Context: an optimization exercise on an open-source flow, tuned for small area and a short achievable clock period. The choices shown serve that exercise and are no tape-out recipe. Where RTL was checked, it was by simulation tests only, not by an equivalence proof against the original. Power and IR drop assume default switching activity.

rev 12:
## rob_top
module rob_top (
	input wire clk,
	input wire rst_n,
	input wire pipe_flush,
	input wire [1:0] disp_valid,
	input wire [105:0] disp_pkt,
	output wire [1:0] disp_ready,
	output wire [9:0] resp_tag,
	input wire [1:0] wb_valid,
	input wire [9:0] wb_tag,
	input wire wb_br_misp,
	input wire wb_br_dir,
	input wire [31:0] wb_redirect_pc,
	output wire [1:0] ret_valid,
	output wire [181:0] ret_pkt
);
==> flow/config.mk <==
export PLATFORM = sky130hd
export DESIGN_NAME = rob_top
export DESIGN_NICKNAME = rob_top
export VERILOG_FILES = /design/flow/design.v
export SDC_FILE = /design/flow/constraint.sdc
export NUM_CORES = 4
export LEC_CHECK = 0
export CAP_MARGIN = 20
export CORE_MARGIN = 2
export CORE_UTILIZATION = 40
export SETUP_SLACK_MARGIN = 2.9
export SLEW_MARGIN = 20
==> flow/constraint.sdc <==
create_clock -name core_clock -period 5.5 [get_ports {clk}]
set_input_delay 1.1000 -clock core_clock [delete_from_list [all_inputs] [get_ports {clk}]]
set_output_delay 1.1000 -clock core_clock [all_outputs]
set_load 0.01 [all_outputs]
standard.sh (not shown) runs the stock make flow with config.mk's settings and CLKGATE_MAP_FILE= SYNTH_SCRIPT=/design/flow/synth_recipe.tcl, a recipe that flattens the netlist after the stock synthesis.
==> flow/flow/run.sh <==
#!/bin/bash
# The standard layout (standard.sh) with two changes: plain buf_1 cells as the port buffers
# instead of the buffer_ports default, and a clock tree of clkbuf_8 cells under a clkbuf_16
# root with no dummy loads. Make's output goes to standard_flow.log; each ORFS step keeps its
# own log under orfs/logs/.
set -euo pipefail
export BUFFER_PORTS_ARGS="-buffer_cell sky130_fd_sc_hd__buf_1"
export CTS_ARGS="-sink_clustering_enable -repair_clock_nets -dont_use_dummy_load -root_buf sky130_fd_sc_hd__clkbuf_16 -buf_list sky130_fd_sc_hd__clkbuf_8 -sink_clustering_size 12 -sink_clustering_max_diameter 50"
bash standard.sh finish > standard_flow.log 2>&1
--- input diff rev 12..rev 13 ---
--- a/flow/design.v
+++ b/flow/design.v
@@ -292,51 +292,24 @@
 		l1_q[S_BR] <= g1_n[S_BR];
 		l0_q[S_MIS:S_C] <= g0_n[S_MIS:S_C];
 		l1_q[S_MIS:S_C] <= g1_n[S_MIS:S_C];
 		c2_q[S_BR:S_C] <= g2_n[S_BR:S_C];
 		c3_q[S_BR:S_C] <= g3_n[S_BR:S_C];
 	end
 	logic [4:0] h_n, cnt_n;
 	logic mp_n;
 	logic eadv, oadv, eadv_n, oadv_n;
 	logic [7:0] er_n, or_n;
 	assign h_n = h_q + {3'd0, rcnt};
 	assign cnt_n = cnt_q + {4'd0, acc0} + {4'd0, acc1} - {3'd0, rcnt};
-	logic [2:0] aoh, roh;
-	logic [20:0] ceq;  
-	logic [5:0] cq_n;
-	logic full_n, ge15_n;
-	assign aoh = {acc0 & acc1, acc0 ^ acc1, !acc0 & !acc1};
-	assign roh = {rv1_q, rv0_q & !rv1_q, !rv0_q};
-	always_comb begin
-		for (int j = 0; j < 21; j++) begin
-			ceq[j] = (j >= 2) && cnt_q == 5'(j - 2);
-		end
-		for (int k = 0; k < 6; k++) begin
-			cq_n[k] = 1'b0;
-			for (int a = 0; a < 3; a++) begin
-				for (int r = 0; r < 3; r++) begin
-					cq_n[k] = cq_n[k] | (aoh[a] & roh[r] & ceq[k - a + r + 2]);
-				end
-			end
-		end
-		full_n = 1'b0;
-		ge15_n = 1'b0;
-		for (int a = 0; a < 3; a++) begin
-			for (int r = 0; r < 3; r++) begin
-				full_n = full_n | (aoh[a] & roh[r] & ceq[16 - a + r + 2]);
-				ge15_n = ge15_n | (aoh[a] & roh[r] & (ceq[15 - a + r + 2] | ceq[16 - a + r + 2]));
-			end
-		end
-	end
 	assign mp_n = mp_q | mp_upd;
 	assign eadv = rv1_q | (rv0_q & !h_q[0]);
 	assign oadv = rv1_q | (rv0_q & h_q[0]);
 	assign er_n = eadv ? {er_q[6:0], er_q[7]} : er_q;
 	assign or_n = oadv ? {or_q[6:0], or_q[7]} : or_q;
 	assign eadv_n = rv1_n | (rv0_n & !h_n[0]);
 	assign oadv_n = rv1_n | (rv0_n & h_n[0]);
 	always_ff @(posedge clk or negedge rst_n) begin
 		if (!rst_n) begin
 			h_q <= 5'd0;
 			h1_q <= 5'd1;
 			hx_q <= {4'd5, 4'd4, 4'd3, 4'd2};
@@ -390,33 +363,33 @@
 			mp_q <= 1'b0;
 			l0_q[S_V] <= 1'b0;
 			l1_q[S_V] <= 1'b0;
 			c2_q[S_V] <= 1'b0;
 			c3_q[S_V] <= 1'b0;
 		end else begin
 			h_q <= h_n;
 			h1_q <= h1_q + {3'd0, rcnt};
 			for (int k = 0; k < 4; k++) hx_q[4*k +: 4] <= hx_q[4*k +: 4] + {2'd0, rcnt};
 			t_q <= t_q + {4'd0, acc0} + {4'd0, acc1};
 			t1_q <= t1_q + {4'd0, acc0} + {4'd0, acc1};
 			cnt_q <= cnt_n;
-			cq_q <= cq_n;
+			for (int k = 0; k < 6; k++) cq_q[k] <= cnt_n == 5'(k);
 			ho_q <= ho_q + {3'd0, rcnt};
 			h1o_q <= h1o_q + {3'd0, rcnt};
 			to_q <= to_q + {4'd0, acc0} + {4'd0, acc1};
 			t1o_q <= t1o_q + {4'd0, acc0} + {4'd0, acc1};
 			rvo0_q <= rvo0_n;
 			rvo1_q <= rvo1_n;
-			rdy0_q <= !mp_n && !full_n;
-			rdy1_q <= !mp_n && !ge15_n;
+			rdy0_q <= !mp_n && cnt_n != 5'd16;
+			rdy1_q <= !mp_n && cnt_n < 5'd15;
 			rv0_q <= rv0_n;
 			rv1_q <= rv1_n;
 			er_q <= er_n;
 			or_q <= or_n;
 			pe_q <= eadv_n ? {er_n[6:0], er_n[7]} : er_n;
 			po_q <= oadv_n ? {or_n[6:0], or_n[7]} : or_n;
 			hp_q <= h_n[0] ^ (rv0_n & !rv1_n);
 			mp_q <= mp_n;
 			l0_q[S_V] <= g0_n[S_V];
 			l1_q[S_V] <= g1_n[S_V];
 			c2_q[S_V] <= g2_n[S_V];
 			c3_q[S_V] <= g3_n[S_V];
==> comparison <==
- Rev 13 ran to completion and came out clean on the timing, DRC and antenna checks.
- | register area | rev 12 vs rev 13 | ≈ equal |
- Time the worst path needs with I/O delays and setup (lower): rev 12
- Between rev 12 and rev 13, the total area of multi-input combinational cells is lower for rev 13.
- Compared rev 13 vs rev 12, and power share of the clock group is down in rev 13.
- Of rev 12 and rev 13, the run reporting the lower post-CTS setup buffer count was rev 13.
- In terms of post-synthesis share of cell area spent on xor and xnor gates, rev 13 and rev 12 differ only marginally.
- Number of non-clock buffers (rev 13 vs. rev 12) decreases by a few percent
No run of this note included a check of the RTL's function; only the layout flow was run.


rob_top, a different RTL version from the one above (not shown whole).
Size: ~3000 cells after synthesis, about 1100 flip-flops, about 350 I/O pins, roughly 44000 um2 of cells after synthesis.
export LEC_CHECK = 0
export CAP_MARGIN = 20
export CORE_MARGIN = 2
export CORE_UTILIZATION = 40
export SETUP_SLACK_MARGIN = 2.7
export SLEW_MARGIN = 20
create_clock -name core_clock -period 5.5 [get_ports {clk}]
Scripts as last shown in full above: flow/flow/run.sh
Rerun with:
--- a/flow/design.v
+++ b/flow/design.v
@@ -36,21 +36,21 @@
 	logic [15:0] dir_q;   
 	logic [15:0] mis_q;   
 	logic [15:0] st1_q;
 	logic [15:0] st0_q;
 	logic [16*PW-1:0] pay_q;
 	logic [SW-1:0] l0_q, l1_q;  
 	logic mp_q;
 	logic [4:0] mp_tag_q;
 	logic [31:0] mp_pc_q;
 	logic [31:0] redir;
-	assign redir = mp_pc_q;
+	assign redir = mp_pc_q & {32{mp_q}};
 	assign disp_ready = {rdy1_q, rdy0_q} & {2{!pipe_flush}};
 	assign resp_tag = {t1_q, t_q};
 	assign ret_valid = {rv1_q, rv0_q};
 	assign ret_pkt[90:0] = {l0_q[SW-1:S_PAY], h_q, l0_q[S_BR], l0_q[S_DIR], l0_q[S_MIS],
 		l0_q[S_EX1], l0_q[S_EX0], redir};
 	assign ret_pkt[181:91] = {l1_q[SW-1:S_PAY], h1_q, l1_q[S_BR], l1_q[S_DIR], l1_q[S_MIS],
 		l1_q[S_EX1], l1_q[S_EX0], redir};
 	logic acc0, acc1;
 	assign acc0 = disp_valid[0] && rdy0_q && !pipe_flush;
 	assign acc1 = disp_valid[1] && rdy1_q && !pipe_flush;
@@ -67,25 +67,21 @@
 	assign cut0 = l0_q[S_MIS] | l0_q[S_EX1] | l0_q[S_EX0];
 	assign cut1 = l1_q[S_MIS] | l1_q[S_EX1] | l1_q[S_EX0];
 	assign rflush = (rv0_q & cut0) | (rv1_q & cut1);
 	logic [4:0] age_diff;
 	logic mp_upd;
 	assign age_diff = wb_tag[4:0] - mp_tag_q;
 	assign mp_upd = wb_valid[0] && wb_br_misp && (!mp_q || age_diff[4]);
 	always_ff @(posedge clk) begin
 		if (mp_upd) begin
 			mp_tag_q <= wb_tag[4:0];
-		end
-	end
-	always_ff @(posedge clk) begin
-		if (mp_upd || !mp_q) begin
-			mp_pc_q <= wb_redirect_pc & {32{mp_upd}};
+			mp_pc_q <= wb_redirect_pc;
 		end
 	end
 	logic [SW-1:0] img [16];
 	for (genvar i = 0; i < 16; i++) begin : g_slot
 		localparam logic [3:0] IDX = 4'(i);
 		wire [SW-1:0] wr = (i % 2 == 0) ? wr_e : wr_o;
 		wire alloc = (acc0 && t_q[3:0] == IDX) || (acc1 && t1_q[3:0] == IDX);
 		wire clr = (rv0_q && h_q[3:0] == IDX) || (rv1_q && h1_q[3:0] == IDX);
 		wire wb0 = wb_valid[0] && wb_tag[3:0] == IDX;
 		wire wb1 = wb_valid[1] && wb_tag[8:5] == IDX;
After rerunning: The changed run finished clean; via count shrinks slightly; register-to-register slack improves by 20 ps; power grows by a few percent; synthesized area grows slightly; utilization shrinks by 0.38 points.
Only the layout flow was run in the second run of this note; the RTL was not checked for function there.

separate check: timing with driven ports:
The results above use ideal ports. As a check the final layouts listed here were re-extracted and re-timed, cells and wires unchanged.
Step 1 assumes that a clkbuf_16 drives the clock port and a buf_2 every other input.
Step 2 moves the port delays by t, midway between the first and last clock arrival at a register: inputs arrive t later, outputs are due t later. That takes back most of the time a late clock gives input paths.
Slacks: no drivers / after step 1 / after step 2; pairs: no drivers / after step 1.
run | t (ns) | setup slack, ns | hold slack, ns | worst slew at a driven data input, ns
rev 12 | 0.741 | 2.852 / 2.814 / 2.073 | 0.472 / 0.472 / 0.472 | 0.18
rev 13 | 0.738 | 2.244 / 2.279 / 1.541 | 0.475 / 0.475 / 0.475 | 0.17
the first run of note 2 | 0.694 | 2.661 / 2.660 / 1.984 | 0.474 / 0.474 / 0.474 | 0.21
the second run of note 2 | 0.694 | 2.684 / 2.684 / 2.095 | 0.468 / 0.468 / 0.468 | 0.20
After both steps setup and hold are still met in every run listed. The setup slack of rev 12, which loses most, moves by -0.038 ns with the drivers and by -0.779 ns with both steps.
